Background: an optimization exercise with open tools, aiming at small area, a short achievable clock period and few clock cycles per item. Do not read the settings as production practice. The RTL was checked by simulation tests, not by an equivalence proof against the original design. No activity file was given, so power comes from the tool's default toggle rates.

<file path="design/flow/run.sh">
#!/bin/bash
# synth_recipe.tcl (not shown) runs the flow's synth.tcl, then flattens the netlist and writes it again
# the make line also repeats each setting of config.mk as NAME=value (left out here)
make -C /OpenROAD-flow-scripts/flow DESIGN_CONFIG=/design/flow/config.mk WORK_HOME=/design/flow/orfs CLKGATE_MAP_FILE= SYNTH_SCRIPT=/design/flow/synth_recipe.tcl finish
</file>
<file path="design/flow/config.mk">
export PLATFORM = sky130hd
export DESIGN_NAME = axi_dcache
export DESIGN_NICKNAME = axi_dcache
export VERILOG_FILES = /design/flow/design.v
export SDC_FILE = /design/flow/constraint.sdc
export NUM_CORES = 4
export LEC_CHECK = 0
export CAP_MARGIN = 20
export CORE_MARGIN = 2
export CORE_UTILIZATION = 40
export SLEW_MARGIN = 20
</file>
<file path="design/flow/constraint.sdc">
create_clock -name core_clock -period 5.0 [get_ports {S_AXI_ACLK}]
set_input_delay 1.0000 -clock core_clock [delete_from_list [all_inputs] [get_ports {S_AXI_ACLK}]]
set_output_delay 1.0000 -clock core_clock [all_outputs]
set_load 0.01 [all_outputs]
</file>
<file path="design/flow/design.v">
`default_nettype none
package dcache_pkg;
	localparam int ADDR_W = 32;
	localparam int DATA_W = 32;
	localparam int STRB_W = DATA_W / 8;
	localparam int BYTE_LSB = 2;
	localparam int LG_WORDS = 6;
	localparam int LG_LINE = 3;
	localparam int LG_LINES = LG_WORDS - LG_LINE;
	localparam int TAG_W = ADDR_W - LG_WORDS - BYTE_LSB;
	localparam int NAUX = 5;
	localparam int LINE_ARLEN = (1 << LG_LINE) - 1;
	localparam int UNCACHED_BIT = 31;
	localparam int RESP_ERR_BIT = 1;
	typedef enum logic [2:0] {
		OP_LW = 3'b000,
		OP_SW = 3'b001,
		OP_LH = 3'b100,
		OP_SH = 3'b101,
		OP_LB = 3'b110,
		OP_SB = 3'b111
	} mem_op_t;
	typedef enum logic [2:0] {
		REQ_NONE,
		REQ_CREAD,
		REQ_UREAD,
		REQ_WRITE,
		REQ_BAD
	} req_kind_t;
	typedef enum logic [1:0] {
		BUS_IDLE,
		BUS_WRITE,
		BUS_READ_SINGLE,
		BUS_READ_LINE
	} bus_state_t;
	function automatic logic [STRB_W-1:0] lane_strb(input mem_op_t op, input logic [BYTE_LSB-1:0] off);
		case (op[2:1])
		2'b10:   lane_strb = 4'b0011 << off;
		2'b11:   lane_strb = 4'b0001 << off;
		default: lane_strb = 4'b1111;
		endcase
	endfunction
	function automatic logic [DATA_W-1:0] lane_data(input mem_op_t op, input logic [DATA_W-1:0] d,
			input logic [BYTE_LSB-1:0] off);
		case (op[2:1])
		2'b10:   lane_data = {16'h0, d[15:0]} << {off, 3'b000};
		2'b11:   lane_data = {24'h0, d[7:0]} << {off, 3'b000};
		default: lane_data = d;
		endcase
	endfunction
	function automatic logic [2:0] op_axsize(input mem_op_t op);
		case (op[2:1])
		2'b10:   op_axsize = 3'd1;
		2'b11:   op_axsize = 3'd0;
		default: op_axsize = 3'd2;
		endcase
	endfunction
	function automatic logic [DATA_W-1:0] lane_extract(input mem_op_t op, input logic [DATA_W-1:0] w,
			input logic [BYTE_LSB-1:0] off);
		logic [DATA_W-1:0] shifted;
		shifted = w >> {off, 3'b000};
		case (op[2:1])
		2'b10:   lane_extract = {16'h0, shifted[15:0]};
		2'b11:   lane_extract = {24'h0, shifted[7:0]};
		default: lane_extract = shifted;
		endcase
	endfunction
endpackage
`default_nettype wire
`timescale 1ns/10ps
`default_nettype none
module axi_dcache (
	input	wire				S_AXI_ACLK,
	input	wire				S_AXI_ARESETN,
	input	wire				i_clear,
	input	wire				i_pipe_stb,
	input	wire dcache_pkg::mem_op_t	i_op,
	input	wire [dcache_pkg::ADDR_W-1:0]	i_addr,
	input	wire [dcache_pkg::DATA_W-1:0]	i_data,
	input	wire [dcache_pkg::NAUX-1:0]	i_oreg,
	output	wire				o_busy,
	output	wire				o_pipe_stalled,
	output	wire				o_valid,
	output	wire				o_err,
	output	wire [dcache_pkg::NAUX-1:0]	o_wreg,
	output	wire [dcache_pkg::DATA_W-1:0]	o_data,
	output	wire				M_AXI_AWVALID,
	input	wire				M_AXI_AWREADY,
	output	wire [dcache_pkg::ADDR_W-1:0]	M_AXI_AWADDR,
	output	wire [2:0]			M_AXI_AWSIZE,
	output	wire				M_AXI_WVALID,
	input	wire				M_AXI_WREADY,
	output	wire [dcache_pkg::DATA_W-1:0]	M_AXI_WDATA,
	output	wire [dcache_pkg::STRB_W-1:0]	M_AXI_WSTRB,
	input	wire				M_AXI_BVALID,
	input	wire [1:0]			M_AXI_BRESP,
	output	wire				M_AXI_ARVALID,
	input	wire				M_AXI_ARREADY,
	output	wire [dcache_pkg::ADDR_W-1:0]	M_AXI_ARADDR,
	output	wire [7:0]			M_AXI_ARLEN,
	output	wire [2:0]			M_AXI_ARSIZE,
	input	wire				M_AXI_RVALID,
	input	wire [dcache_pkg::DATA_W-1:0]	M_AXI_RDATA,
	input	wire				M_AXI_RLAST,
	input	wire [1:0]			M_AXI_RRESP
);
	logic	[7:0]		line_valid;
	logic	[22:0]		line_tag [0:7];
	logic	[31:0]		mem [0:63];
	logic	[31:0]		addr_q;
	logic	[2:0]		op_q;
	logic	[4:0]		oreg_q;
	logic	[31:0]		wdata_q;
	logic	[3:0]		strb_q;
	logic	[31:0]		held_q;		 
	logic			pres_q;		 
	logic			late_q;		 
	logic			run_q;		 
	logic			busy_q;
	logic			fin_valid_q;
	logic			fin_err_q;
	logic			fin_ok_q;
	logic			aw_q, w_q, ar_q;
	logic			st_q;		 
	logic			spec_q;		 
	logic			berr_q;		 
	logic			rd_q;		 
	logic	[2:0]		cnt_q;
	logic			rerr_q;
	logic	[2:0]		in_line;
	logic	[5:0]		in_word;
	logic			in_present;
	logic			in_bad;
	logic			in_store, in_uload, in_hit, in_read;
	logic			accept;
	logic			finish;
	logic			free;
	logic			issue_w, issue_r;
	logic			st_ok;
	logic			r_end, r_bad, r_early;
	logic			fill;
	logic			fill_done;
	logic			fill_byp;
	assign fill = rd_q && !addr_q[31];
	assign r_end = rd_q && M_AXI_RVALID && M_AXI_RLAST;
	assign r_bad = rerr_q || M_AXI_RRESP[1];
	assign r_early = r_end && !late_q;
	assign fill_done = fill && M_AXI_RVALID && M_AXI_RLAST && !r_bad;
	assign fill_byp = fill && M_AXI_RVALID && (in_word == {addr_q[7:5], cnt_q});
	assign in_line = i_addr[7:5];
	assign in_word = i_addr[7:2];
	logic	[7:0]		tag_eq;
	logic	[7:0]		line_ok;
	logic	[63:0]		word_sel;
	logic	[31:0]		rd_word;
	always_comb
	begin
		for (int l = 0; l < 8; l++)
		begin
			tag_eq[l] = (line_tag[l] == i_addr[30:8]);
			line_ok[l] = line_valid[l] || (fill_done && addr_q[7:5] == 3'(l));
		end
	end
	assign in_present = !i_addr[31] && |(tag_eq & line_ok & (8'd1 << in_line));
	assign word_sel = 64'd1 << in_word;
	always_comb
	begin
		rd_word = '0;
		for (int w = 0; w < 64; w++)
			rd_word = rd_word | (mem[w] & {32{word_sel[w]}});
	end
	always_comb
	begin
		case (i_op[2:1])
		2'b10:   in_bad = (i_addr[1:0] == 2'd3);
		2'b11:   in_bad = 1'b0;
		default: in_bad = (i_addr[1:0] != 2'd0);
		endcase
	end
	assign in_store = !in_bad && i_op[0];
	assign in_uload = !in_bad && !i_op[0] && i_addr[31];
	assign in_hit = !in_bad && !i_op[0] && !i_addr[31] && in_present;
	assign in_read = !in_bad && !i_op[0] && (i_addr[31] || !in_present);
	assign st_ok = st_q && !spec_q && M_AXI_BVALID && !M_AXI_BRESP[1];
	assign finish = fin_valid_q || fin_err_q || fin_ok_q || st_ok || r_early;
	assign o_busy = busy_q && !finish;
	assign o_pipe_stalled = o_busy;
	assign accept = i_pipe_stb && !o_busy;
	assign free = !busy_q || fin_valid_q || fin_err_q || fin_ok_q;
	assign issue_w = run_q && free && i_pipe_stb && in_store;
	assign issue_r = run_q && free && i_pipe_stb && in_uload;
	assign o_valid = fin_valid_q || (r_early && !r_bad);
	assign o_err = fin_err_q || (r_early && r_bad);
	assign o_wreg = oreg_q;
	assign o_data = dcache_pkg::lane_extract(dcache_pkg::mem_op_t'(op_q), held_q, addr_q[1:0]);
	always_ff @(posedge S_AXI_ACLK)
	begin
		if (!o_busy)
		begin
			addr_q <= i_addr;
			op_q <= i_op;
			oreg_q <= i_oreg;
			wdata_q <= dcache_pkg::lane_data(i_op, i_data, i_addr[1:0]);
			strb_q <= dcache_pkg::lane_strb(i_op, i_addr[1:0]);
			held_q <= fill_byp ? M_AXI_RDATA : rd_word;
			pres_q <= in_present;
			late_q <= i_addr[31] || (i_addr[4:2] == 3'd7);
		end
		else if (rd_q && M_AXI_RVALID && (addr_q[31] || cnt_q == addr_q[4:2]))
			held_q <= M_AXI_RDATA;
	end
	always_ff @(posedge S_AXI_ACLK)
	begin
		if (!S_AXI_ARESETN)
		begin
			run_q <= 1'b0;
			busy_q <= 1'b0;
			fin_valid_q <= 1'b0;
			fin_err_q <= 1'b0;
			fin_ok_q <= 1'b0;
			aw_q <= 1'b0;
			w_q <= 1'b0;
			ar_q <= 1'b0;
			st_q <= 1'b0;
			spec_q <= 1'b0;
			berr_q <= 1'b0;
			rd_q <= 1'b0;
		end
		else
		begin
			run_q <= 1'b1;
			busy_q <= i_pipe_stb || o_busy;
			fin_valid_q <= (accept && in_hit) || (r_end && late_q && !r_bad);
			fin_err_q <= (accept && in_bad) || berr_q || (r_end && late_q && r_bad);
			fin_ok_q <= st_q && spec_q && M_AXI_BVALID && !M_AXI_BRESP[1];
			if (accept && in_store)
			begin
				aw_q <= !(issue_w && M_AXI_AWREADY);
				w_q <= !(issue_w && M_AXI_WREADY);
				st_q <= 1'b1;
			end
			else
			begin
				if (M_AXI_AWREADY)
					aw_q <= 1'b0;
				if (M_AXI_WREADY)
					w_q <= 1'b0;
				if (M_AXI_BVALID)
					st_q <= 1'b0;
			end
			spec_q <= accept && in_store;
			berr_q <= st_q && M_AXI_BVALID && M_AXI_BRESP[1];
			if (accept && in_read)
			begin
				ar_q <= !(issue_r && M_AXI_ARREADY);
				rd_q <= 1'b1;
			end
			else
			begin
				if (M_AXI_ARREADY)
					ar_q <= 1'b0;
				if (M_AXI_RVALID && M_AXI_RLAST)
					rd_q <= 1'b0;
			end
		end
	end
	always_ff @(posedge S_AXI_ACLK)
	begin
		if (!o_busy)
		begin
			cnt_q <= '0;
			rerr_q <= 1'b0;
		end
		else if (rd_q && M_AXI_RVALID)
		begin
			cnt_q <= cnt_q + 1'b1;
			if (M_AXI_RRESP[1])
				rerr_q <= 1'b1;
		end
	end
	always_ff @(posedge S_AXI_ACLK)
	begin
		if (!S_AXI_ARESETN)
			line_valid <= '0;
		else if (i_clear)
			line_valid <= '0;
		else if (fill)
			line_valid[addr_q[7:5]] <= fill_done;
	end
	always_ff @(posedge S_AXI_ACLK)
	begin
		if (fill)
			line_tag[addr_q[7:5]] <= addr_q[30:8];
	end
	logic	[5:0]	wr_idx;
	logic	[31:0]	wr_val;
	logic	[3:0]	wr_strb;
	logic		restore;
	assign restore = berr_q && pres_q;
	always_comb
	begin
		if (fill)
		begin
			wr_idx = {addr_q[7:5], cnt_q};
			wr_val = M_AXI_RDATA;
			wr_strb = 4'hf;
		end
		else
		begin
			wr_idx = addr_q[7:2];
			wr_val = restore ? held_q : wdata_q;
			wr_strb = ((spec_q && pres_q) || restore) ? strb_q : 4'h0;
		end
	end
	always_ff @(posedge S_AXI_ACLK)
	begin
		for (int k = 0; k < 4; k++)
		begin
			if (wr_strb[k])
				mem[wr_idx][8*k +: 8] <= wr_val[8*k +: 8];
		end
	end
	assign M_AXI_AWVALID = aw_q || issue_w;
	assign M_AXI_WVALID = w_q || issue_w;
	assign M_AXI_ARVALID = ar_q || issue_r;
	assign M_AXI_AWADDR = free ? i_addr : addr_q;
	assign M_AXI_AWSIZE = dcache_pkg::op_axsize(free ? i_op : dcache_pkg::mem_op_t'(op_q));
	assign M_AXI_WDATA = free ? dcache_pkg::lane_data(i_op, i_data, i_addr[1:0]) : wdata_q;
	assign M_AXI_WSTRB = free ? dcache_pkg::lane_strb(i_op, i_addr[1:0]) : strb_q;
	assign M_AXI_ARADDR = free ? i_addr : {addr_q[31:5], addr_q[4:0] & {5{addr_q[31]}}};
	assign M_AXI_ARLEN = free ? 8'd0 : {5'b0, {3{!addr_q[31]}}};
	assign M_AXI_ARSIZE = free ? dcache_pkg::op_axsize(i_op)
		: (addr_q[31] ? dcache_pkg::op_axsize(dcache_pkg::mem_op_t'(op_q)) : 3'd2);
endmodule
`default_nettype wire
</file>
==> results by group, run 1 <==
Status
  – Outcome: timing/DRC/antenna clean

Floorplan
  – Initial Util: 40.3%
  – Die Y: approximately 480 um
  – I/O pins: 276
  – Die area: between 0.2 and 0.25 mm^2
  – Die Wd: 480 um
  – Core ar.: 0.225 mm^2
  – Rows: 174

Clocking
  – H-tree levels: 4
  – Worst-Skew Late Latency: 0.90 ns
  – Root Buffer: clkbuf_16
  – CTS Buf Count: 222
  – CTS Sinks: 2365
  – Clk pin slew, worst setup/hold paths: 0.06 ns
  – CTS tree: yes
  – CTS resizes: 0
  – Post-CTS Setup Inserts: 0
  – Largest buffer count on any clock path: 3
  – Hold_buf cts: 0

Route
  – Routed Antenna Nets: 0
  – Vias: 61800
  – First-pass detailed-route iteration total: 6
  – Vias per cell: 6.55
  – WL/cell: 39.8 um
  – Iteration-0 DRC Markers: 11200
  – Total wire length: roughly 380000 um
  – DRC Markers: 0

Setup path
  – Crit. End Element: output port
  – Slowest cell on the critical path: edfxtp_1
  – Req. time, crit path: about 4.0 ns
  – Crit path arrival time: approximately 3.7 ns
  – CP Max Fanout: 18
  – Critical Path, Cell by Cell: clkinv_1, o21ai_0, clkdlybuf4s50_1
  – Worst setup path category: flip-flop to output port
  – Crit path launch type: flip-flop
  – Register-to-register setup slack: 0.92 ns
  – CP max stage delay: 0.93 ns

Pwr
  – PwrDens: 390 mW/mm^2
  – Leak: between 30 and 40 nW
  – Worst VDD drop: 0.317 mV
  – Power Total: 42.2 mW

Timing
  – Unrepaired setup endpoints after global routing: false
  – Tcrit/Tclk final: 93.4%
  – Max frequency: 0.214 GHz
  – Slew HR: 16.6%
  – Final worst slack: 0.329 ns
  – Clock skew: 0.0775 ns
  – Final setup fails: 0
  – Total negative slack: 0 ns
  – Minimum clock period: roughly 4.7 ns
  – Endpoints failing hold: 0
  – Final Max Slew Viols: 0
  – Worst-Margin Slew: 1.22 ns

GRT
  – Initial antenna violation count: 19
  – All-Layer GR Usage: 31.9%
  – GRT overflow: 0
  – First-pass GRT wire length: 498000 um
  – Vias in the first global route: around 57000
  – Largest net degree at the start of global routing: between 60 and 70

Flow run
  – Max-cap viol count: 0

Synth
  – Top FF cell, synth: edfxtp_1
  – Synth top area share: 77.5%
  – Synth async-reset ratio: 0%
  – Synth area leaders: edfxtp_1 (77%), a22oi_1 (8.1%), xnor2_1 (1.7%)
  – Syn Area/Cell: 16.3 um^2
  – Mapped Cells: 5577
  – EDFF count, synth: 2341
  – Post-Syn Area: 0.0908 mm^2
  – #FFs+latches synth: roughly 2400
  – Sequential fraction of the synthesis area: 78.0%
  – Synth area leader: edfxtp_1
  – Count of cell types in the netlist: 64
  – Ys Warns: 1

Placement
  – Gpl congestion: 0.966
  – Placed Cells: ~9000
  – Pre-CTS WS: approximately 0.15 ns
  – Dpl hpwl: approximately 250000 um
  – PortBufs: 266

Cells and area
  – Fillers: 19000
  – Most frequent cells in the layout: edfxtp_1 (2341), a22oi_1 (976), buf_4 (497)
  – Most common cell after layout, fill and taps aside: edfxtp_1
  – Final core utilization: a little under 50%
  – Share of cells above drive strength 1: 16.3%
  – Net count, final: ~6400
  – Area growth syn-to-layout: 19.4%
  – Fin cells: 9436

Hold path
  – Min-Delay Path Class: flip-flop to flip-flop
## synthesized netlist by cell type (all sizes together) (4+ instances only)
cell type,number
a211oi,9
a21oi,48
a221oi,33
a22o,33
a22oi,976
a31oi,6
a41oi,7
and2,20
and3,14
and4,21
buf,205
clkbuf,168
dfxtp,24
edfxtp,2341
ha,7
inv,23
mux2,20
mux2i,61
nand2,313
nand2b,22
nand3,50
nand3b,10
nand4,237
nand4b,18
nor2,426
nor2b,10
nor3,90
nor4,51
o21ai,39
o22a,13
o22ai,16
o32a,21
or2,7
or3,4
or3b,7
or4,10
xnor2,177
xor2,18
## through the flow
stage	hold WS [ns]	cell area (um^2)
3_5_place_dp	0.465	101000
4_1_cts	0.473	108000
3_3_place_gp	0.455	101000
2_1_floorplan	0.436	90800
6_report	0.475	108000
5_1_grt	0.500	108000
## cell type report
cell class | count | area, um^2 | area share (%)
flip-flops and latches | 2365 | 70800 | 65.3
multi-input cells | 2819 | 19200 | 17.7
repair buffers | 815 | 7440 | 6.86
clock buffers | 276 | 5910 | 5.45
well taps | 2992 | 3740 | 3.46
clock inverters | 136 | 1140 | 1.05
inverters | 26 | 97.6 | 0.0901
diodes | 7 | 17.5 | 0.0162
## path summary, 6_finish.rpt
kind,from,endpoint,cells past startpoint
hold reg to reg,line_valid[5],line_valid[5],2
setup reg to reg,rd_q,held_q[15],8
hold / removal,line_valid[5],line_valid[5],2
setup / recovery,addr_q[5],M_AXI_ARADDR[5],3
## sequential cells by signal, indices dropped and copies added, names as in the netlist, 2 cells and up
name and cells:
addr_q 32, cnt_q 3, held_q 32, line_tag 184, line_valid 8, mem 2048
op_q 2, oreg_q 5, strb_q 4, wdata_q 32
## layer usage
metal / global-route usage, % / routed length, um / vias up
li1: - / - / 23700
met1: 41.6 / 131000 / 31100
met2: 46.2 / 159000 / 5769
met3: 11.5 / 60100 / 1198
met4: 17.8 / 25800 / 12
met5: 0 / 102 / -
## where the power goes
group          internal [mW]  switching, mW  leakage (nW)  total [mW]
clock                   9.14           7.57          3.45        16.7
sequential              22.4          0.271          21.5        22.6
combinational          0.824           2.06          9.65        2.89
total                   32.3           9.90          34.6        42.2
## logic make-up after synthesis
logic type | share of synthesized area (%)
flip-flops | 78.0
adder cells (fa/ha/maj) | 0.0965
other | 0.00413
AO/OA/AOI/OAI | 9.96
multiplexers | 0.921
buffers and inverters | 2.04
XOR/XNOR | 1.88
AND/OR/NAND/NOR | 7.11
## critical path, delay by kind of cell (launching register included)
kind | cells | cell delay [ns]
flip-flops | 1 | 0.93
AO/OA/AOI/OAI | 1 | 0.65
buffers and inverters | 2 | 1.21
Testbench counts, summed over its fixed seeds: cycles 32,576, requests 12,000.
==> run 2: changes to the inputs <==
--- a/design/flow/config.mk
+++ b/design/flow/config.mk
@@ -10,2 +10,3 @@
 export CORE_UTILIZATION = 40
+export SETUP_SLACK_MARGIN = 2.0
 export SLEW_MARGIN = 20
==> run 2 against run 1 <==
Effect of this change:
- global-route usage rose by 0.47 points
- still clean on timing, DRC and antenna
- highest routed layer unchanged
- clock-buffer cell count fell by 4
- flip-flop and latch count unchanged
==> results by group, run 2 <==
Setup path
  – Crit path arrival time: 2.46 ns (was 3.67 ns)
  – CP Max Fanout: 12 (was 18)
  – Crit path launch type: flip-flop (unchanged)
  – R2R cell count: 4 (was 8)
  – Req. time, crit path: 4.00 ns (about the same)
  – Worst setup path category: flip-flop to output port (unchanged)
  – Crit. End Element: output port (unchanged)

Synth
  – EDFF count, synth: 2341 (unchanged)
  – Top FF cell, synth: edfxtp_1 (unchanged)
  – Count leader, synth: edfxtp_1 (unchanged)
  – Post-Syn Area: 0.0908 mm^2 (unchanged)
  – Ys Warns: 1 (unchanged)
  – Sequential fraction of the synthesis area: 78.0% (unchanged)
  – Synth area leader: edfxtp_1 (unchanged)
  – Synth top area share: 77.5% (unchanged)
  – Post-synth top cells: edfxtp_1 (2341), a22oi_1 (976), nor2_1 (412) (unchanged)
  – Count of cell types in the netlist: 64 (unchanged)
  – Synth area leaders: edfxtp_1 (77%), a22oi_1 (8.1%), xnor2_1 (1.7%) (unchanged)
  – Syn Area/Cell: 16.3 um^2 (unchanged)
  – #FFs+latches synth: 2365 (unchanged)
  – Synth async-reset ratio: 0% (unchanged)
  – Mapped Cells: 5577 (unchanged)

Clocking
  – CTS tree: yes (unchanged)
  – Largest buffer count on any clock path: 3 (unchanged)
  – CTS Sinks: 2365 (unchanged)
  – Clk pin slew, worst setup/hold paths: 0.06 ns (about the same)
  – H-tree levels: 4 (unchanged)
  – CTS Buf Count: 228 (was 222)
  – Root Buffer: clkbuf_16 (unchanged)
  – Worst-Skew Late Latency: 0.91 ns (was 0.90 ns)

Timing
  – Tcrit/Tclk final: 69.1% (was 93.4%)
  – Final setup fails: 0 (unchanged)
  – Endpoints failing hold: 0 (unchanged)
  – Minimum clock period: 3.46 ns (was 4.67 ns)
  – Clock skew: 0.110 ns (was 0.0775 ns)
  – Unrepaired setup endpoints after global routing: true (was false)
  – Final Max Slew Viols: 0 (unchanged)
  – Hold WS: 0.327 ns (was 0.475 ns)
  – Max frequency: 0.289 GHz (was 0.214 GHz)
  – Worst-Margin Slew: 1.18 ns (was 1.22 ns)
  – Slew HR: 18.9% (was 16.6%)

Placement
  – Placement Cell Area: 0.102 mm^2 (was 0.101 mm^2)
  – Placed Cells: 9097 (was 9015)
  – Dpl hpwl: 250000 um (was 249000 um)
  – PortBufs: 266 (unchanged)
  – Gpl congestion: 0.995 (was 0.966)

Pwr
  – Comb power frac: 7.9% (was 6.8%)
  – Leak: 37.3 nW (was 34.6 nW)
  – Internal Power: 32.9 mW (was 32.3 mW)
  – Reg power frac: 52.4% (was 53.6%)
  – Worst VDD drop: 0.318 mV (was 0.317 mV)
  – Power Total: 43.1 mW (was 42.2 mW)
  – Power share of the clock group: 39.6% (about the same)
  – PwrDens: 381 mW/mm^2 (was 390 mW/mm^2)
  – Switch share: 23.8% (was 23.4%)
  – Psw: 10.3 mW (was 9.90 mW)

Cells and area
  – Max FFs per register: 2048 (unchanged)
  – Share of cells above drive strength 1: 24.9% (was 16.3%)
  – Largest reg by FF count: mem (unchanged)
  – Fin cells: 9730 (was 9436)
  – Most frequent cells in the layout: edfxtp_1 (2341), a22oi_1 (960), buf_4 (658) (was edfxtp_1 (2341), a22oi_1 (976), buf_4 (497))
  – Fillers: 18600 (was 19000)
  – Most common cell after layout, fill and taps aside: edfxtp_1 (unchanged)
  – Design area: 0.113 mm^2 (was 0.108 mm^2)
  – Final core utilization: 50.3% (was 48.1%)
  – Net count, final: 6666 (was 6374)
  – Area growth syn-to-layout: 24.7% (was 19.4%)

GRT
  – Vias in the first global route: 58400 (was 57100)
  – Largest net degree at the start of global routing: 65 (unchanged)
  – Initial antenna violation count: 19 (unchanged)
  – First-pass GRT wire length: 507000 um (was 498000 um)
  – GRT overflow: 0 (unchanged)
  – All-Layer GR Usage: 32.4% (was 31.9%)

Floorplan
  – Die area: 0.231 mm^2 (unchanged)
  – Initial Util: 40.3% (unchanged)
  – I/O pins: 276 (unchanged)
  – Rows: 174 (unchanged)
  – Die Wd: 480 um (unchanged)
  – Core ar.: 0.225 mm^2 (unchanged)
  – Die Y: 480 um (unchanged)

Hold path
  – Min-Delay Path Class: input port to flip-flop (was flip-flop to flip-flop)
  – Hold depth: 1 (was 2)

Route
  – Vias per cell: 6.53 (was 6.55)
  – First-pass detailed-route iteration total: 6 (unchanged)
  – Total wire length: 385000 um (was 376000 um)
  – Routed Antenna Nets: 0 (unchanged)
  – Vias: 63500 (was 61800)
  – WL/cell: 39.6 um (was 39.8 um)
  – Iteration-0 DRC Markers: 12400 (was 11200)
  – DRC Markers: 0 (unchanged)

Flow run
  – Max-cap viol count: 0 (unchanged)

Status
  – Outcome: timing/DRC/antenna clean (unchanged)
## run 2: per-stage QoR
step,setup TNS (ns),setup WS (ns)
global placement,0,0.153
global route,0,1.47
floorplan,-0.0406,-0.0406
CTS,0,1.51
detailed placement,0,0.112
finish,0,1.54
## run 2: area by class of cell
type / instances / area, um^2 / area share [%]
Clock inverter: 139 / 1410 / 1.25
Clock buffer: 272 / 5870 / 5.19
Timing Repair Buffer: 1092 / 10600 / 9.35
Sequential cell: 2365 / 70800 / 62.6
Tap cell: 2992 / 3740 / 3.31
Antenna cell: 16 / 40.0 / 0.0354
Multi-Input combinational cell: 2828 / 20600 / 18.2
Inverter: 26 / 109 / 0.0962
## run 2: cell families after synthesis
family	share of synthesized area [%]
fa+ha+maj	0.0965
mux	0.921
xor+xnor	1.88
buf+inv	2.04
simple gates	7.11
flops	78.0
other cells	0.00413
compound gates	9.96
## run 2: worst paths after layout
check | slack [ns] | end | from
min | 0.33 | op_q[2] | i_op[2]
min reg2reg | 0.47 | line_valid[5] | line_valid[5]
max reg2reg | 1.91 | mem[6][13] | addr_q[7]
max | 1.54 | o_data[15] | addr_q[0]
## run 2: worst max-delay path, cell delays in order, from the launching register on
cell and delay [ns]:
edfxtp_1 0.50, buf_8 0.20, mux2i_1 0.22, nor2_1 0.06, a21oi_1 0.19, a21oi_2 0.07, dlygate4sd2_1 0.30
## run 2: power groups by stage
| stage | Combinational (mW) | Clock [mW] | Sequential (mW) |
|---|---|---|---|
| after floorplan | 1.23 | 0 | 22.9 |
| after global placement | 2.75 | 0 | 23.1 |
| after detailed placement | 2.81 | 0 | 23.1 |
| after CTS | 3.10 | 17.1 | 22.6 |
| after global routing | 3.47 | 17.8 | 22.6 |
| final | 3.43 | 17.1 | 22.6 |
## run 2: metal layers
layer	wire length, um	GRT usage, %
met4	29600	19.7
met2	165000	47.4
met1	134000	42.4
met3	56500	9.64
met5	62	0
## run 2: what timing repair did
item / CTS / global route
setup buffers: 128 / 54
gates resized for setup: 774 / 280
setup endpoints to repair: 3221 / 690
hold buffers: 0 / 0
cloned: 10 / 12
pin swaps: 66 / 55
==> run 3: changes to the inputs <==
--- a/design/flow/design.v
+++ b/design/flow/design.v
@@ -117,3 +117,3 @@
 	logic			late_q;		 
-	logic			run_q;		 
+	logic			free_q;		 
 	logic			busy_q;
@@ -136,3 +136,3 @@
 	logic			finish;
-	logic			free;
+	logic			fin_valid_d, fin_err_d, fin_ok_d;
 	logic			issue_w, issue_r;
@@ -188,5 +188,4 @@
 	assign accept = i_pipe_stb && !o_busy;
-	assign free = !busy_q || fin_valid_q || fin_err_q || fin_ok_q;
-	assign issue_w = run_q && free && i_pipe_stb && in_store;
-	assign issue_r = run_q && free && i_pipe_stb && in_uload;
+	assign issue_w = free_q && i_pipe_stb && in_store;
+	assign issue_r = free_q && i_pipe_stb && in_uload;
 	assign o_valid = fin_valid_q || (r_early && !r_bad);
@@ -194,3 +193,10 @@
 	assign o_wreg = oreg_q;
-	assign o_data = dcache_pkg::lane_extract(dcache_pkg::mem_op_t'(op_q), held_q, addr_q[1:0]);
+	assign o_data = held_q;
+	function automatic logic [31:0] pick(input logic [2:0] op, input logic [31:0] w,
+			input logic [1:0] off);
+		if (op[0])
+			pick = w;
+		else
+			pick = dcache_pkg::lane_extract(dcache_pkg::mem_op_t'(op), w, off);
+	endfunction
 	always_ff @(posedge S_AXI_ACLK)
@@ -204,3 +210,2 @@
 			strb_q <= dcache_pkg::lane_strb(i_op, i_addr[1:0]);
-			held_q <= fill_byp ? M_AXI_RDATA : rd_word;
 			pres_q <= in_present;
@@ -208,5 +213,17 @@
 		end
-		else if (rd_q && M_AXI_RVALID && (addr_q[31] || cnt_q == addr_q[4:2]))
-			held_q <= M_AXI_RDATA;
 	end
+	logic	[31:0]	h_word;
+	logic	[2:0]	h_op;
+	logic	[1:0]	h_off;
+	assign h_word = (!o_busy && !fill_byp) ? rd_word : M_AXI_RDATA;
+	assign h_op = o_busy ? op_q : i_op;
+	assign h_off = o_busy ? addr_q[1:0] : i_addr[1:0];
+	always_ff @(posedge S_AXI_ACLK)
+	begin
+		if (!o_busy || (rd_q && M_AXI_RVALID && (addr_q[31] || cnt_q == addr_q[4:2])))
+			held_q <= pick(h_op, h_word, h_off);
+	end
+	assign fin_valid_d = (accept && in_hit) || (r_end && late_q && !r_bad);
+	assign fin_err_d = (accept && in_bad) || berr_q || (r_end && late_q && r_bad);
+	assign fin_ok_d = st_q && spec_q && M_AXI_BVALID && !M_AXI_BRESP[1];
 	always_ff @(posedge S_AXI_ACLK)
@@ -215,3 +232,3 @@
 		begin
-			run_q <= 1'b0;
+			free_q <= 1'b0;
 			busy_q <= 1'b0;
@@ -230,7 +247,7 @@
 		begin
-			run_q <= 1'b1;
 			busy_q <= i_pipe_stb || o_busy;
-			fin_valid_q <= (accept && in_hit) || (r_end && late_q && !r_bad);
-			fin_err_q <= (accept && in_bad) || berr_q || (r_end && late_q && r_bad);
-			fin_ok_q <= st_q && spec_q && M_AXI_BVALID && !M_AXI_BRESP[1];
+			free_q <= !(i_pipe_stb || o_busy) || fin_valid_d || fin_err_d || fin_ok_d;
+			fin_valid_q <= fin_valid_d;
+			fin_err_q <= fin_err_d;
+			fin_ok_q <= fin_ok_d;
 			if (accept && in_store)
@@ -325,10 +342,10 @@
 	assign M_AXI_ARVALID = ar_q || issue_r;
-	assign M_AXI_AWADDR = free ? i_addr : addr_q;
-	assign M_AXI_AWSIZE = dcache_pkg::op_axsize(free ? i_op : dcache_pkg::mem_op_t'(op_q));
-	assign M_AXI_WDATA = free ? dcache_pkg::lane_data(i_op, i_data, i_addr[1:0]) : wdata_q;
-	assign M_AXI_WSTRB = free ? dcache_pkg::lane_strb(i_op, i_addr[1:0]) : strb_q;
-	assign M_AXI_ARADDR = free ? i_addr : {addr_q[31:5], addr_q[4:0] & {5{addr_q[31]}}};
-	assign M_AXI_ARLEN = free ? 8'd0 : {5'b0, {3{!addr_q[31]}}};
-	assign M_AXI_ARSIZE = free ? dcache_pkg::op_axsize(i_op)
-		: (addr_q[31] ? dcache_pkg::op_axsize(dcache_pkg::mem_op_t'(op_q)) : 3'd2);
+	assign M_AXI_AWADDR = aw_q ? addr_q : i_addr;
+	assign M_AXI_AWSIZE = dcache_pkg::op_axsize(aw_q ? dcache_pkg::mem_op_t'(op_q) : i_op);
+	assign M_AXI_WDATA = w_q ? wdata_q : dcache_pkg::lane_data(i_op, i_data, i_addr[1:0]);
+	assign M_AXI_WSTRB = w_q ? strb_q : dcache_pkg::lane_strb(i_op, i_addr[1:0]);
+	assign M_AXI_ARADDR = ar_q ? {addr_q[31:5], addr_q[4:0] & {5{addr_q[31]}}} : i_addr;
+	assign M_AXI_ARLEN = ar_q ? {5'b0, {3{!addr_q[31]}}} : 8'd0;
+	assign M_AXI_ARSIZE = ar_q ? (addr_q[31] ? dcache_pkg::op_axsize(dcache_pkg::mem_op_t'(op_q)) : 3'd2)
+		: dcache_pkg::op_axsize(i_op);
 endmodule
--- a/design/flow/config.mk
+++ b/design/flow/config.mk
@@ -10,3 +10,5 @@
 export CORE_UTILIZATION = 40
-export SETUP_SLACK_MARGIN = 2.0
+export CTS_CLUSTER_DIAMETER = 80
+export CTS_CLUSTER_SIZE = 30
+export SETUP_SLACK_MARGIN = 1.8
 export SLEW_MARGIN = 20
==> run 3 against run 2 <==
Effect of this change:
- sequential share of layout area fell by 1.1 points
- first-iteration DRC count fell by 2.3%
- worst setup slack improved by 0.10 ns
- worst hold slack improved by 0.073 ns
- critical path depth rose by 9
- flip-flop and latch count rose by 1
- area after synthesis rose by 1.3%
- via count rose by 2.8%
- register-to-register slack got worse by 0.23 ns
- total power fell by 11%
- core utilization rose by 0.28 points
- largest power group unchanged
==> results by group, run 3 <==
Route
  – Vias per cell: 6.65 (was 6.53)
  – DRC Markers: 0 (unchanged)
  – Total wire length: 409000 um (was 385000 um)
  – First-pass detailed-route iteration total: 6 (unchanged)
  – WL/cell: 41.6 um (was 39.6 um)
  – Routed Antenna Nets: 0 (unchanged)
  – Iteration-0 DRC Markers: 12100 (was 12400)
  – Vias: 65300 (was 63500)

Hold path
  – Min-Delay Path Class: input port to flip-flop (unchanged)

Setup path
  – Crit. End Element: flip-flop (was output port)
  – CP dominant cell by count: buf_12
  – Critical Path, Cell by Cell: buf_8, buf_12, buf_12, buf_6, nand2b_4, buf_12, buf_8, nor2_4, buf_12, a2111oi_4, nand3_1, or4_4, o32ai_4, o22a_1, o221ai_2 (was buf_8, mux2i_1, nor2_1, a21oi_1, a21oi_2, dlygate4sd2_1)
  – Crit path arrival time: 3.97 ns (was 2.46 ns)
  – Worst setup path category: input port to flip-flop (was flip-flop to output port)
  – CP max stage delay: 0.57 ns (was 0.50 ns)
  – Slowest cell on the critical path: or4_4 (was edfxtp_1)
  – CP Max Fanout: 7 (was 12)
  – CP bufs+invs: 7 (was 2)
  – Crit path launch type: input port (was flip-flop)
  – Req. time, crit path: 5.61 ns (was 4.00 ns)
  – Largest delay share family, worst path: compound AO/OA/AOI/OAI gates (was flip-flops)

Clocking
  – Root Buffer: clkbuf_16 (unchanged)
  – Clk pin slew, worst setup/hold paths: 0.11 ns (was 0.06 ns)
  – CTS Sinks: 2366 (was 2365)
  – CTS tree: yes (unchanged)
  – CTS Buf Count: 113 (was 228)
  – Worst-Skew Late Latency: 0.85 ns (was 0.91 ns)
  – H-tree levels: 3 (was 4)
  – Largest buffer count on any clock path: 3 (unchanged)
  – Hold_buf cts: 0 (unchanged)

Synth
  – Ys Warns: 1 (unchanged)
  – Synth area leaders: edfxtp_1 (76%), a22oi_1 (6.3%), xnor2_1 (1.6%) (was edfxtp_1 (77%), a22oi_1 (8.1%), xnor2_1 (1.7%))
  – Top FF cell, synth: edfxtp_1 (unchanged)
  – Synth area leader: edfxtp_1 (unchanged)
  – Sequential fraction of the synthesis area: 77.0% (was 78.0%)
  – Count leader, synth: edfxtp_1 (unchanged)
  – Post-Syn Area: 0.0919 mm^2 (was 0.0908 mm^2)
  – Post-synth top cells: edfxtp_1 (2339), a22oi_1 (766), nor2_1 (336) (was edfxtp_1 (2341), a22oi_1 (976), nor2_1 (412))
  – EDFF count, synth: 2339 (was 2341)
  – Syn Area/Cell: 16.4 um^2 (was 16.3 um^2)
  – #FFs+latches synth: 2366 (was 2365)
  – Mapped Cells: 5619 (was 5577)
  – Synth async-reset ratio: 0% (unchanged)
  – Synth top area share: 76.4% (was 77.5%)
  – Count of cell types in the netlist: 90 (was 64)

Cells and area
  – Fillers: 18700 (was 18600)
  – Most frequent cells in the layout: edfxtp_1 (2339), buf_4 (794), a22oi_1 (707) (was edfxtp_1 (2341), a22oi_1 (960), buf_4 (658))
  – Area growth syn-to-layout: 25.3% (was 24.7%)
  – Largest reg by FF count: mem (unchanged)
  – Max FFs per register: 2048 (unchanged)
  – Share of cells above drive strength 1: 29.0% (was 24.9%)
  – Net count, final: 6827 (was 6666)
  – Final core utilization: 50.5% (was 50.3%)
  – Most common cell after layout, fill and taps aside: edfxtp_1 (unchanged)

Placement
  – Dpl hpwl: 267000 um (was 250000 um)
  – PortBufs: 266 (unchanged)
  – Gpl congestion: 0.985 (was 0.995)

Timing
  – Endpoints failing hold: 0 (unchanged)
  – Clock skew: 0.0539 ns (was 0.110 ns)
  – Worst-Margin Slew: 1.32 ns (was 1.18 ns)
  – Slew HR: 11.9% (was 18.9%)
  – Minimum clock period: 3.36 ns (was 3.46 ns)
  – Total negative slack: 0 ns (unchanged)
  – Max frequency: 0.298 GHz (was 0.289 GHz)
  – Final Max Slew Viols: 0 (unchanged)
  – Final setup fails: 0 (unchanged)
  – Tcrit/Tclk final: 67.1% (was 69.1%)
  – Unrepaired setup endpoints after global routing: true (unchanged)

GRT
  – All-Layer GR Usage: 33.6% (was 32.4%)
  – Largest net degree at the start of global routing: 65 (unchanged)
  – GRT overflow: 0 (unchanged)
  – First-pass GRT wire length: 534000 um (was 507000 um)
  – Vias in the first global route: 60000 (was 58400)
  – Initial antenna violation count: 26 (was 19)

Floorplan
  – Die Y: 483 um (was 480 um)
  – Die area: 0.234 mm^2 (was 0.231 mm^2)
  – I/O pins: 276 (unchanged)
  – Die Wd: 483 um (was 480 um)
  – Rows: 175 (was 174)
  – Core ar.: 0.228 mm^2 (was 0.225 mm^2)
  – Initial Util: 40.3% (about the same)

Pwr
  – Leak: 38.4 nW (was 37.3 nW)
  – Reg power frac: 58.8% (was 52.4%)
  – Psw: 9.86 mW (was 10.3 mW)
  – PwrDens: 332 mW/mm^2 (was 381 mW/mm^2)
  – Comb power frac: 10.4% (was 7.9%)
  – Power Total: 38.3 mW (was 43.1 mW)
  – Worst VDD drop: 0.318 mV (about the same)
  – Power share of the clock group: 30.8% (was 39.6%)
  – Internal Power: 28.4 mW (was 32.9 mW)
  – Switch share: 25.8% (was 23.8%)

Status
  – Outcome: timing/DRC/antenna clean (unchanged)

Flow run
  – Max-cap viol count: 0 (unchanged)
-- run 3: changes by cell type after synthesis, moves of 31 or more --
| cell | before | now |
|---|---|---|
| nand3_1 | 49 | 92 |
| nor2_1 | 412 | 336 |
| a221oi_1 | 33 | 69 |
| a2111oi_0 | 0 | 56 |
| a22o_1 | 33 | 77 |
| nand2_1 | 313 | 190 |
| nand4_1 | 237 | 202 |
| buf_4 | 48 | 17 |
| a22oi_1 | 976 | 766 |
| and3_1 | 14 | 205 |
| clkbuf_1 | 168 | 223 |
| mux2_2 | 20 | 92 |
| buf_2 | 141 | 94 |
-- run 3: layer usage --
metal | GRT usage (%) | vias to the layer above | wire length (um)
met3 | 12.0 | 1249 | 64300
met5 | 0 | - | 77
met2 | 49.1 | 5922 | 174000
li1 | - | 25000 | -
met4 | 19.6 | 10 | 29900
met1 | 43.1 | 33100 | 140000
-- run 3: through the flow --
step	worst slack [ns]	instances	instance area, um^2	hold slack, ns
2_1_floorplan	0.895	5625	92900	0.432
3_3_place_gp	-0.232	9197	104000	0.453
3_5_place_dp	-0.179	9203	104000	0.451
4_1_cts	1.63	9679	113000	0.391
5_1_grt	1.60	9795	115000	0.412
6_report	1.64	9812	115000	0.400
-- run 3: kinds of logic after synthesis --
group | count (synthesis) | synth area share [%]
buffers and inverters | 390 | 1.81
and+or+nand+nor | 1342 | 7.76
muxes | 141 | 1.66
DFF | 2366 | 77.0
AOI/OAI and AO/OA | 1177 | 9.82
adders and majority gates | 7 | 0.0953
xor gates and xnor gates | 195 | 1.86
other | 1 | 0.00408
-- run 3: what timing repair did --
item,4_1_cts,5_1_grt
setup endpoints to repair,1048,637
setup buffers,258,108
gates cloned,21,5
pin swaps,123,120
resized for setup,744,309
-- run 3: final timing paths --
path | from | endpoint | slack, ns | cells past startpoint
min reg2reg | line_valid[5] | line_valid[5] | 0.47 | 2
min | i_op[1] | op_q[1] | 0.40 | 3
max | i_addr[3] | held_q[5] | 1.64 | 15
max reg2reg | late_q | held_q[4] | 1.68 | 13
-- run 3: worst register-to-register path, stage by stage, from the launching register on --
cell	delay (ns)
edfxtp_1	0.41
nand4b_1	0.22
buf_4	0.18
o311ai_4	0.06
buf_4	0.20
o41a_4	0.20
buf_16	0.17
buf_4	0.24
buf_4	0.23
nand4_1	0.20
o32ai_4	0.32
buf_6	0.22
o22ai_2	0.11
a221o_1	0.31
-- run 3: power by group through the flow --
stage	registers [mW]	clock network, mW	logic (mW)
finish	22.5	11.8	3.99
global placement	23.0	0	3.18
CTS	22.5	11.7	3.64
global route	22.5	12.4	4.03
floorplan	22.9	0	1.27
detailed placement	23.0	0	3.21
-- run 3: layout make-up --
type                    count  area (um^2)  area share (%)
flip-flops and latches   2366        70800            61.5
clock buffers             121         2890            2.51
clock inverters            76         1070           0.932
inverters                  28          130           0.113
well taps                3009         3760            3.27
repair buffers           1313        12900            11.2
multi-input cells        2880        23600            20.4
diodes                     19         47.5          0.0413
Testbench counts of run 3, summed over its fixed seeds: cycles 32,576, requests 12,000.
==> run 4: changes to the inputs <==
--- a/design/flow/config.mk
+++ b/design/flow/config.mk
@@ -7,8 +7,10 @@
 export LEC_CHECK = 0
+export ABC_CLOCK_PERIOD_IN_PS = 3000
 export CAP_MARGIN = 20
 export CORE_MARGIN = 2
-export CORE_UTILIZATION = 40
+export CORE_UTILIZATION = 60
 export CTS_CLUSTER_DIAMETER = 80
 export CTS_CLUSTER_SIZE = 30
-export SETUP_SLACK_MARGIN = 1.8
+export PLACE_DENSITY = 0.7
+export SETUP_SLACK_MARGIN = 1.5
 export SLEW_MARGIN = 20
==> run 4 against run 3 <==
Effect of this change:
- still clean
- total power down 3.3%
- global-route usage up 15 points
- sequential share of layout area up 3.4 points
- cell area down 5.2%
- die area down 33%
- cell count down 12%
- via count down 0.23%
- sequential power about the same
- largest power group unchanged
==> results by group, run 4 <==
Cells and area
  – Most common cell after layout, fill and taps aside: edfxtp_1 (unchanged)
  – Seq. cell area: 0.0708 mm^2 (about the same)
  – Fin cells: 8607 (was 9812)
  – Fillers: 9818 (was 18700)
  – Most frequent cells in the layout: edfxtp_1 (2339), a22oi_1 (743), buf_4 (734) (was edfxtp_1 (2339), buf_4 (794), a22oi_1 (707))
  – Multi-input gate area: 0.0219 mm^2 (was 0.0236 mm^2)
  – Design area: 0.109 mm^2 (was 0.115 mm^2)
  – Largest reg by FF count: mem (unchanged)
  – Share of cells above drive strength 1: 23.0% (was 29.0%)
  – Max FFs per register: 2048 (unchanged)
  – Net count, final: 6622 (was 6827)
  – Area growth syn-to-layout: 18.7% (was 25.3%)

Timing
  – Tcrit/Tclk final: 72.6% (was 67.1%)
  – Minimum clock period: 3.63 ns (was 3.36 ns)
  – Worst-Margin Slew: 1.26 ns (was 1.32 ns)
  – Final worst slack: 1.37 ns (was 1.64 ns)
  – Slew HR: 13.7% (was 11.9%)
  – Final setup fails: 0 (unchanged)
  – Unrepaired setup endpoints after global routing: true (unchanged)
  – Endpoints failing hold: 0 (unchanged)
  – Clock skew: 0.0475 ns (was 0.0539 ns)
  – Final Max Slew Viols: 0 (unchanged)
  – Max frequency: 0.276 GHz (was 0.298 GHz)

Placement
  – Gpl congestion: 1.02 (was 0.985)
  – Pre-CTS WS: -0.385 ns (was -0.179 ns)
  – Dpl hpwl: 258000 um (was 267000 um)
  – Placed Cells: 8269 (was 9203)
  – Placement Cell Area: 0.103 mm^2 (was 0.104 mm^2)
  – PortBufs: 266 (unchanged)

GRT
  – GRT overflow: 0 (unchanged)
  – Vias in the first global route: 59400 (was 60000)
  – Largest net degree at the start of global routing: 84 (was 65)
  – All-Layer GR Usage: 48.6% (was 33.6%)
  – First-pass GRT wire length: 509000 um (was 534000 um)
  – Initial antenna violation count: 20 (was 26)

Synth
  – Synth top area share: 76.4% (unchanged)
  – Count of cell types in the netlist: 90 (unchanged)
  – Syn Area/Cell: 16.4 um^2 (unchanged)
  – #FFs+latches synth: 2366 (unchanged)
  – EDFF count, synth: 2339 (unchanged)
  – Post-synth top cells: edfxtp_1 (2339), a22oi_1 (766), nor2_1 (336) (unchanged)
  – Synth area leader: edfxtp_1 (unchanged)
  – Mapped Cells: 5619 (unchanged)
  – Synth area leaders: edfxtp_1 (76%), a22oi_1 (6.3%), xnor2_1 (1.6%) (unchanged)
  – Ys Warns: 1 (unchanged)
  – Count leader, synth: edfxtp_1 (unchanged)
  – Post-Syn Area: 0.0919 mm^2 (unchanged)
  – Top FF cell, synth: edfxtp_1 (unchanged)
  – Synth async-reset ratio: 0% (unchanged)
  – Sequential fraction of the synthesis area: 77.0% (unchanged)

Setup path
  – R2R cell count: 6 (was 13)
  – CP Max Fanout: 25 (was 7)
  – Crit path arrival time: 4.12 ns (was 3.97 ns)
  – FF-to-FF Start: addr_q[31] (was late_q)
  – Critical R2R Capture: mem[12][14] (was held_q[4])
  – Crit. End Element: flip-flop (unchanged)
  – Crit path launch type: flip-flop (was input port)
  – Req. time, crit path: 5.49 ns (was 5.61 ns)
  – Worst setup path category: flip-flop to flip-flop (was input port to flip-flop)
  – Register-to-register setup slack: 1.37 ns (was 1.68 ns)

Route
  – Vias per cell: 7.57 (was 6.65)
  – Vias: 65100 (was 65300)
  – WL/cell: 44.9 um (was 41.6 um)
  – First-pass detailed-route iteration total: 6 (unchanged)
  – Routed Antenna Nets: 0 (unchanged)
  – DRC Markers: 0 (unchanged)
  – Total wire length: 387000 um (was 409000 um)
  – Iteration-0 DRC Markers: 12500 (was 12100)

Floorplan
  – Rows: 143 (was 175)
  – Core ar.: 0.152 mm^2 (was 0.228 mm^2)
  – Die Wd: 395 um (was 483 um)
  – Die area: 0.156 mm^2 (was 0.234 mm^2)
  – Die Y: 395 um (was 483 um)
  – I/O pins: 276 (unchanged)
  – Initial Util: 60.5% (was 40.3%)

Hold path
  – Hold Path End: line_valid[5] (was op_q[1])
  – Hold Startpoint: line_valid[5] (was i_op[1])
  – Hold depth: 2 (was 3)
  – Min-Delay Path Class: flip-flop to flip-flop (was input port to flip-flop)

Clocking
  – Root Buffer: clkbuf_16 (unchanged)
  – Hold_buf cts: 0 (unchanged)
  – CTS tree: yes (unchanged)
  – CTS Sinks: 2366 (unchanged)
  – H-tree levels: 3 (unchanged)
  – Clk pin slew, worst setup/hold paths: 0.11 ns (about the same)
  – CTS Buf Count: 104 (was 113)
  – Largest buffer count on any clock path: 3 (unchanged)
  – Worst-Skew Late Latency: 0.80 ns (was 0.85 ns)

Pwr
  – Psw: 9.20 mW (was 9.86 mW)
  – Power share of the clock group: 29.3% (was 30.8%)
  – PwrDens: 339 mW/mm^2 (was 332 mW/mm^2)
  – Reg power frac: 61.1% (was 58.8%)
  – Leak: 36.3 nW (was 38.4 nW)
  – Internal Power: 27.8 mW (was 28.4 mW)
  – Switch share: 24.9% (was 25.8%)
  – Comb power frac: 9.6% (was 10.4%)
  – Worst VDD drop: 0.379 mV (was 0.318 mV)

Status
  – Outcome: timing/DRC/antenna clean (unchanged)

Flow run
  – Max-cap viol count: 0 (unchanged)
==> run 4: cell families after synthesis <==
kind of cell / Yosys count / synth area share, %
multiplexers: 141 / 1.66
flip-flops: 2366 / 77.0
buffers and inverters: 390 / 1.81
XOR/XNOR: 195 / 1.86
adder cells (fa/ha/maj): 7 / 0.0953
AO/OA/AOI/OAI: 1177 / 9.82
AND/OR/NAND/NOR: 1342 / 7.76
other: 1 / 0.00408
==> run 4: stage by stage <==
step           hold WS (ns)  utilization [%]  power (mW)  TNS, ns
2_1_floorplan         0.432                -        24.2        0
3_3_place_gp          0.452             67.5        26.1    -1.45
3_5_place_dp          0.461             67.6        26.1   -0.953
4_1_cts               0.477             71.1        36.6        0
5_1_grt               0.492             71.8        37.5        0
6_report              0.480             71.8        37.0        0
==> run 4: per-layer routing <==
| layer | up-vias | routed length, um | track usage, % |
|---|---|---|---|
| li1 | 24500 | - | - |
| met1 | 32200 | 124000 | 63.8 |
| met2 | 6986 | 160000 | 67.9 |
| met3 | 1462 | 73500 | 21.0 |
| met4 | 12 | 29200 | 27.8 |
| met5 | - | 76 | 0 |
==> run 4: power by group through the flow <==
| stage | Clock [mW] | Sequential, mW | Combinational [mW] |
|---|---|---|---|
| 6_report | 10.8 | 22.6 | 3.56 |
| 5_1_grt | 11.3 | 22.6 | 3.57 |
| 4_1_cts | 10.7 | 22.6 | 3.27 |
| 3_5_place_dp | 0 | 23.0 | 3.10 |
| 3_3_place_gp | 0 | 23.0 | 3.06 |
| 2_1_floorplan | 0 | 23.0 | 1.22 |
==> run 4: how the worst max path moves through the flow <==
stage | from | end | slack, ns | cells after the start
4_1_cts | addr_q[31] | mem[8][11] | 1.32 | 6
5_1_grt | addr_q[31] | mem[12][9] | 1.34 | 6
3_3_place_gp | i_addr[3] | held_q[0] | -0.41 | 12
2_1_floorplan | addr_q[31] | mem[0][0] | 0.89 | 4
3_5_place_dp | i_addr[3] | held_q[0] | -0.38 | 12
6_report | addr_q[31] | mem[12][14] | 1.37 | 6
==> run 4: layout make-up <==
cell class | count | area share (%)
well taps | 2030 | 2.33
clock inverters | 55 | 0.685
inverters | 28 | 0.102
flip-flops and latches | 2366 | 64.8
clock buffers | 116 | 2.44
multi-input cells | 2875 | 20.1
repair buffers | 1122 | 9.51
diodes | 15 | 0.0344
==> run 4: repair_timing <==
item / 4_1_cts / 5_1_grt
endpoints found under the setup margin: 324 / 309
gates resized for setup: 332 / 153
buffers inserted: 98 / 35
gates cloned: 11 / 5
pin swaps: 40 / 36
==> run 4: worst max-delay path, stage by stage (launching register included) <==
cell and delay, ns:
edfxtp_1 0.52, nand2b_1 0.34, o31ai_1 0.69, nand2_4 0.52
buf_4 0.32, nor3_1 0.63, buf_4 0.30
==> run 5: changes to the inputs <==
--- a/design/flow/design.v
+++ b/design/flow/design.v
@@ -128,2 +128,5 @@
 	logic	[2:0]		cnt_q;
+	logic			fill_q;		 
+	logic	[3:0]		wen_q;		 
+	logic			restore_q;	 
 	logic			rerr_q;
@@ -140,6 +143,4 @@
 	logic			r_end, r_bad, r_early;
-	logic			fill;
 	logic			fill_done;
 	logic			fill_byp;
-	assign fill = rd_q && !addr_q[31];
 	assign r_end = rd_q && M_AXI_RVALID && M_AXI_RLAST;
@@ -147,4 +148,4 @@
 	assign r_early = r_end && !late_q;
-	assign fill_done = fill && M_AXI_RVALID && M_AXI_RLAST && !r_bad;
-	assign fill_byp = fill && M_AXI_RVALID && (in_word == {addr_q[7:5], cnt_q});
+	assign fill_done = fill_q && M_AXI_RVALID && M_AXI_RLAST && !r_bad;
+	assign fill_byp = fill_q && M_AXI_RVALID && (in_word == {addr_q[7:5], cnt_q});
 	assign in_line = i_addr[7:5];
@@ -193,10 +194,3 @@
 	assign o_wreg = oreg_q;
-	assign o_data = held_q;
-	function automatic logic [31:0] pick(input logic [2:0] op, input logic [31:0] w,
-			input logic [1:0] off);
-		if (op[0])
-			pick = w;
-		else
-			pick = dcache_pkg::lane_extract(dcache_pkg::mem_op_t'(op), w, off);
-	endfunction
+	assign o_data = dcache_pkg::lane_extract(dcache_pkg::mem_op_t'(op_q), held_q, addr_q[1:0]);
 	always_ff @(posedge S_AXI_ACLK)
@@ -215,7 +209,3 @@
 	logic	[31:0]	h_word;
-	logic	[2:0]	h_op;
-	logic	[1:0]	h_off;
 	assign h_word = (!o_busy && !fill_byp) ? rd_word : M_AXI_RDATA;
-	assign h_op = o_busy ? op_q : i_op;
-	assign h_off = o_busy ? addr_q[1:0] : i_addr[1:0];
 	always_ff @(posedge S_AXI_ACLK)
@@ -223,3 +213,3 @@
 		if (!o_busy || (rd_q && M_AXI_RVALID && (addr_q[31] || cnt_q == addr_q[4:2])))
-			held_q <= pick(h_op, h_word, h_off);
+			held_q <= h_word;
 	end
@@ -244,2 +234,5 @@
 			rd_q <= 1'b0;
+			fill_q <= 1'b0;
+			wen_q <= 4'h0;
+			restore_q <= 1'b0;
 		end
@@ -273,2 +266,3 @@
 				rd_q <= 1'b1;
+				fill_q <= !i_addr[31];
 			end
@@ -279,4 +273,14 @@
 				if (M_AXI_RVALID && M_AXI_RLAST)
+				begin
 					rd_q <= 1'b0;
+					fill_q <= 1'b0;
+				end
 			end
+			if (accept && in_store && in_present)
+				wen_q <= dcache_pkg::lane_strb(i_op, i_addr[1:0]);
+			else if (st_q && M_AXI_BVALID && M_AXI_BRESP[1] && pres_q)
+				wen_q <= strb_q;
+			else
+				wen_q <= 4'h0;
+			restore_q <= st_q && M_AXI_BVALID && M_AXI_BRESP[1] && pres_q;
 		end
@@ -303,3 +307,3 @@
 			line_valid <= '0;
-		else if (fill)
+		else if (fill_q)
 			line_valid[addr_q[7:5]] <= fill_done;
@@ -308,3 +312,3 @@
 	begin
-		if (fill)
+		if (fill_q)
 			line_tag[addr_q[7:5]] <= addr_q[30:8];
@@ -314,7 +318,5 @@
 	logic	[3:0]	wr_strb;
-	logic		restore;
-	assign restore = berr_q && pres_q;
 	always_comb
 	begin
-		if (fill)
+		if (fill_q)
 		begin
@@ -327,4 +329,4 @@
 			wr_idx = addr_q[7:2];
-			wr_val = restore ? held_q : wdata_q;
-			wr_strb = ((spec_q && pres_q) || restore) ? strb_q : 4'h0;
+			wr_val = restore_q ? held_q : wdata_q;
+			wr_strb = wen_q;
 		end
@@ -342,3 +344,5 @@
 	assign M_AXI_ARVALID = ar_q || issue_r;
-	assign M_AXI_AWADDR = aw_q ? addr_q : i_addr;
+	logic	[31:0]	a_mux;
+	assign a_mux = (aw_q || ar_q) ? addr_q : i_addr;
+	assign M_AXI_AWADDR = a_mux;
 	assign M_AXI_AWSIZE = dcache_pkg::op_axsize(aw_q ? dcache_pkg::mem_op_t'(op_q) : i_op);
@@ -346,3 +350,3 @@
 	assign M_AXI_WSTRB = w_q ? strb_q : dcache_pkg::lane_strb(i_op, i_addr[1:0]);
-	assign M_AXI_ARADDR = ar_q ? {addr_q[31:5], addr_q[4:0] & {5{addr_q[31]}}} : i_addr;
+	assign M_AXI_ARADDR = {a_mux[31:5], ar_q ? (addr_q[4:0] & {5{addr_q[31]}}) : i_addr[4:0]};
 	assign M_AXI_ARLEN = ar_q ? {5'b0, {3{!addr_q[31]}}} : 8'd0;
==> design/flow/flow/run.sh (new file) <==
#!/bin/bash
# The standard layout, with plain buffers (which timing repair can resize)
# on the ports instead of the delay buffers buffer_ports picks by default.
set -euo pipefail
export BUFFER_PORTS_ARGS="-buffer_cell sky130_fd_sc_hd__buf_2"
bash standard.sh > standard_flow.log 2>&1
==> design/flow/standard.sh (new file) <==
#!/bin/bash
# synth_recipe.tcl (not shown) runs the flow's synth.tcl, then flattens the netlist and writes it again
# the make line also repeats each setting of config.mk as NAME=value (left out here)
make -C /OpenROAD-flow-scripts/flow DESIGN_CONFIG=/design/flow/config.mk WORK_HOME=/design/flow/orfs CLKGATE_MAP_FILE= SYNTH_SCRIPT=/design/flow/synth_recipe.tcl "${@:-finish}"
--- a/design/flow/config.mk
+++ b/design/flow/config.mk
@@ -7,3 +7,2 @@
 export LEC_CHECK = 0
-export ABC_CLOCK_PERIOD_IN_PS = 3000
 export CAP_MARGIN = 20
@@ -14,3 +13,3 @@
 export PLACE_DENSITY = 0.7
-export SETUP_SLACK_MARGIN = 1.5
+export SETUP_SLACK_MARGIN = 1.8
 export SLEW_MARGIN = 20
removed: design/flow/run.sh
==> run 5 against run 4 <==
Effect of this change:
- maximum frequency increased by 3.8%
- cell area decreased by 4.8%
- sequential share of layout area increased by 3.4 points
- non-clock buffer count decreased by 243
- cell count decreased by 4.5%
- core utilization decreased by 2.5 points
- register-to-register slack improved by 0.13 ns
- critical path depth decreased by 2
- critical path type unchanged
- clock power about the same
- critical endpoint is now mem[19][30]
- global-route usage decreased by 3.3 points
==> results by group, run 5 <==
Timing
  – Total negative slack: 0 ns (unchanged)
  – Unrepaired setup endpoints after global routing: true (unchanged)
  – Tcrit/Tclk final: 69.9% (was 72.6%)
  – Minimum clock period: 3.50 ns (was 3.63 ns)
  – Hold WS: 0.381 ns (was 0.480 ns)
  – Clock skew: 0.0358 ns (was 0.0475 ns)
  – Final Max Slew Viols: 0 (unchanged)
  – Final setup fails: 0 (unchanged)
  – Worst-Margin Slew: 1.33 ns (was 1.26 ns)
  – Endpoints failing hold: 0 (unchanged)
  – Slew HR: 8.51% (was 13.7%)
  – Max frequency: 0.286 GHz (was 0.276 GHz)

Setup path
  – CP Max Fanout: 27 (was 25)
  – Worst setup path category: flip-flop to flip-flop (unchanged)
  – Crit. End Element: flip-flop (unchanged)
  – Slowest cell on the critical path: nor2_1 (was o31ai_1)
  – Critical Path, Cell by Cell: mux2i_1, nand2_2, nor2_1, buf_4 (was nand2b_1, o31ai_1, nand2_4, buf_4, nor3_1, buf_4)
  – CP max stage delay: 0.93 ns (was 0.69 ns)
  – Req. time, crit path: 5.50 ns (was 5.49 ns)
  – Largest delay share family, worst path: simple AND/OR/NAND/NOR gates (unchanged)
  – CP bufs+invs: 1 (was 2)
  – Crit path launch type: flip-flop (unchanged)
  – Crit path arrival time: 4.00 ns (was 4.12 ns)

Clocking
  – Root Buffer: clkbuf_16 (unchanged)
  – CTS Buf Count: 103 (was 104)
  – H-tree levels: 3 (unchanged)
  – Clk pin slew, worst setup/hold paths: 0.12 ns (was 0.11 ns)
  – Largest buffer count on any clock path: 3 (unchanged)
  – CTS tree: yes (unchanged)
  – CTS Sinks: 2371 (was 2366)
  – Worst-Skew Late Latency: 0.79 ns (was 0.80 ns)

Synth
  – Synth area leaders: edfxtp_1 (78%), a22oi_1 (8.1%), nor2_1 (1.8%) (was edfxtp_1 (76%), a22oi_1 (6.3%), xnor2_1 (1.6%))
  – Post-Syn Area: 0.0907 mm^2 (was 0.0919 mm^2)
  – #FFs+latches synth: 2371 (was 2366)
  – Sequential fraction of the synthesis area: 78.2% (was 77.0%)
  – Mapped Cells: 5491 (was 5619)
  – Post-synth top cells: edfxtp_1 (2341), a22oi_1 (982), nor2_1 (436) (was edfxtp_1 (2339), a22oi_1 (766), nor2_1 (336))
  – Synth async-reset ratio: 0% (unchanged)
  – Count leader, synth: edfxtp_1 (unchanged)
  – Top FF cell, synth: edfxtp_1 (unchanged)
  – Synth area leader: edfxtp_1 (unchanged)
  – Syn Area/Cell: 16.5 um^2 (was 16.4 um^2)
  – Count of cell types in the netlist: 65 (was 90)
  – Ys Warns: 1 (unchanged)
  – Synth top area share: 77.5% (was 76.4%)
  – EDFF count, synth: 2341 (was 2339)

Cells and area
  – Area growth syn-to-layout: 14.6% (was 18.7%)
  – Share of cells above drive strength 1: 22.5% (was 23.0%)
  – Fin cells: 8218 (was 8607)
  – Max FFs per register: 2048 (unchanged)
  – Largest reg by FF count: mem (unchanged)
  – Most common cell after layout, fill and taps aside: edfxtp_1 (unchanged)
  – Net count, final: 6256 (was 6622)
  – Most frequent cells in the layout: edfxtp_1 (2341), a22oi_1 (969), buf_4 (516) (was edfxtp_1 (2339), a22oi_1 (743), buf_4 (734))
  – Fillers: 9777 (was 9818)

Floorplan
  – Core ar.: 0.150 mm^2 (was 0.152 mm^2)
  – Die area: 0.154 mm^2 (was 0.156 mm^2)
  – Die Wd: 393 um (was 395 um)
  – Rows: 142 (was 143)
  – I/O pins: 276 (unchanged)
  – Initial Util: 60.5% (about the same)
  – Die Y: 393 um (was 395 um)

GRT
  – All-Layer GR Usage: 45.3% (was 48.6%)
  – Initial antenna violation count: 12 (was 20)
  – First-pass GRT wire length: 467000 um (was 509000 um)
  – Largest net degree at the start of global routing: 65 (was 84)
  – Vias in the first global route: 56700 (was 59400)
  – GRT overflow: 0 (unchanged)

Route
  – Top sig layer: met5 (unchanged)
  – Iteration-0 DRC Markers: 12600 (was 12500)
  – WL/cell: 42.9 um (was 44.9 um)
  – Vias: 61500 (was 65100)
  – Metal-1 WL: 110000 um (was 124000 um)
  – Routed Antenna Nets: 0 (unchanged)
  – First-pass detailed-route iteration total: 21 (was 6)
  – Total wire length: 352000 um (was 387000 um)
  – Vias per cell: 7.48 (was 7.57)
  – DRC Markers: 0 (unchanged)
  – WL met3: 66700 um (was 73500 um)
  – Metal2 WL: 146000 um (was 160000 um)

Placement
  – Gpl congestion: 0.992 (was 1.02)
  – Dpl hpwl: 226000 um (was 258000 um)
  – Placed Cells: 7888 (was 8269)
  – PortBufs: 266 (unchanged)

Pwr
  – Leak: 33.2 nW (was 36.3 nW)
  – Power Total: 36.2 mW (was 37.0 mW)
  – Worst VDD drop: 0.470 mV (was 0.379 mV)
  – PwrDens: 348 mW/mm^2 (was 339 mW/mm^2)

Status
  – Outcome: timing/DRC/antenna clean (unchanged)

Hold path
  – Min-Delay Path Class: input port to flip-flop (was flip-flop to flip-flop)

Flow run
  – Max-cap viol count: 0 (unchanged)
-- run 5: cell types whose count changed in the layout (fill, tap and decap cells not counted), moves of 79 or more --
cell / before / now
clkdlybuf4s50_1: 181 / 0
buf_2: 5 / 253
a22oi_1: 743 / 969
nor2_1: 233 / 312
buf_4: 734 / 516
and3_1: 202 / 6
-- run 5: layout make-up --
type                       count  area (um^2)  area share [%]
timing repair buffer         879         7140            6.87
tap                         2016         2520            2.43
clock inverter                54          656           0.631
sequential                  2371        70900            68.3
inverter                      31          126           0.122
clock buffer                 109         2660            2.56
antenna                       13         32.5          0.0313
multi-input combinational   2745        19800            19.1
-- run 5: report_power, final --
group	total, mW	internal, mW	switching, mW
registers	22.6	22.4	0.250
logic	2.92	0.806	2.11
clock network	10.6	4.18	6.43
total	36.2	27.4	8.79
-- run 5: path summary, 6_finish.rpt --
path	cells past startpoint	slack, ns	from	endpoint
max	4	1.50	fill_q	mem[19][30]
min	1	0.38	i_oreg[2]	oreg_q[2]
max reg2reg	4	1.50	fill_q	mem[19][30]
min reg2reg	2	0.46	line_valid[2]	line_valid[2]
-- run 5: stage by stage --
step | utilization, % | area [um^2] | setup slack (ns)
after floorplan | - | 90900 | 0.231
after global placement | 65.3 | 97900 | 0.327
after detailed placement | 65.3 | 98000 | 0.332
after CTS | 68.6 | 103000 | 1.64
after global routing | 69.3 | 104000 | 1.63
final | 69.3 | 104000 | 1.50
-- run 5: timing repair --
action	in CTS	in global routing
buffers inserted	105	41
pin swaps	30	35
hold buffers	0	0
resized for setup	131	105
gates cloned	5	2
endpoints found under the setup margin	515	522
-- run 5: logic make-up (layout without fill, tap and decap cells) --
group | count (synthesis) | after routing | share of synthesized area (%)
mux | 127 | 127 | 1.50
xor+xnor | 195 | 195 | 1.88
compound gates | 1227 | 1227 | 10.1
simple gates | 1179 | 1182 | 6.36
flops | 2371 | 2371 | 78.2
fa+ha+maj | 7 | 7 | 0.0966
other cells | 1 | 20 | 0.00414
buf+inv | 384 | 1073 | 1.87
-- run 5: layer usage --
| metal | track usage [%] | vias to the layer above |
|---|---|---|
| met1 | 57.1 | 30000 |
| li1 | - | 23300 |
| met5 | 0.957 | - |
| met4 | 28.0 | 16 |
| met3 | 20.7 | 1510 |
| met2 | 64.0 | 6701 |
Testbench counts of run 5, summed over its fixed seeds: cycles 32,576, requests 12,000.

==> afterwards: timing with drivers on the ports <==
The results above use ideal ports. As a check the final layouts listed here were re-extracted and re-timed, cells and wires unchanged.
Step 1 assumes that a clkbuf_16 drives the clock port and a buf_2 every other input.
Step 2 adds t to the input delays and takes it off the output delays; t is the mean of the earliest and latest rising clock arrival at the registers after step 1. Input paths then give back, and output paths get back, about the clock's delay inside the block.
Three values: no drivers, after step 1, after step 2; two values: the first two.
| run | t, ns | setup slack, ns | worst setup path after step 2 | worst register clock-pin slew, ns | cell pins on the clock port's net |
|---|---|---|---|---|---|
| run 1 | 0.953 | 0.329 / 0.237 / -0.093 | input to register | 0.07 / 0.07 | 1 |
| run 2 | 0.967 | 1.544 / 1.437 / 0.992 | input to register | 0.07 / 0.07 | 1 |
| run 3 | 0.926 | 1.644 / 1.588 / 0.744 | input to register | 0.12 / 0.12 | 1 |
| run 4 | 0.871 | 1.371 / 1.361 / 0.536 | input to register | 0.12 / 0.12 | 1 |
| run 5 | 0.866 | 1.504 / 1.504 / 0.867 | input to register | 0.12 / 0.12 | 1 |
With both steps, setup timing fails in run 1, where it was met with ideal ports. For run 3, which loses most, drivers alone change the setup slack by -0.056 ns; drivers and shift together by -0.900 ns.
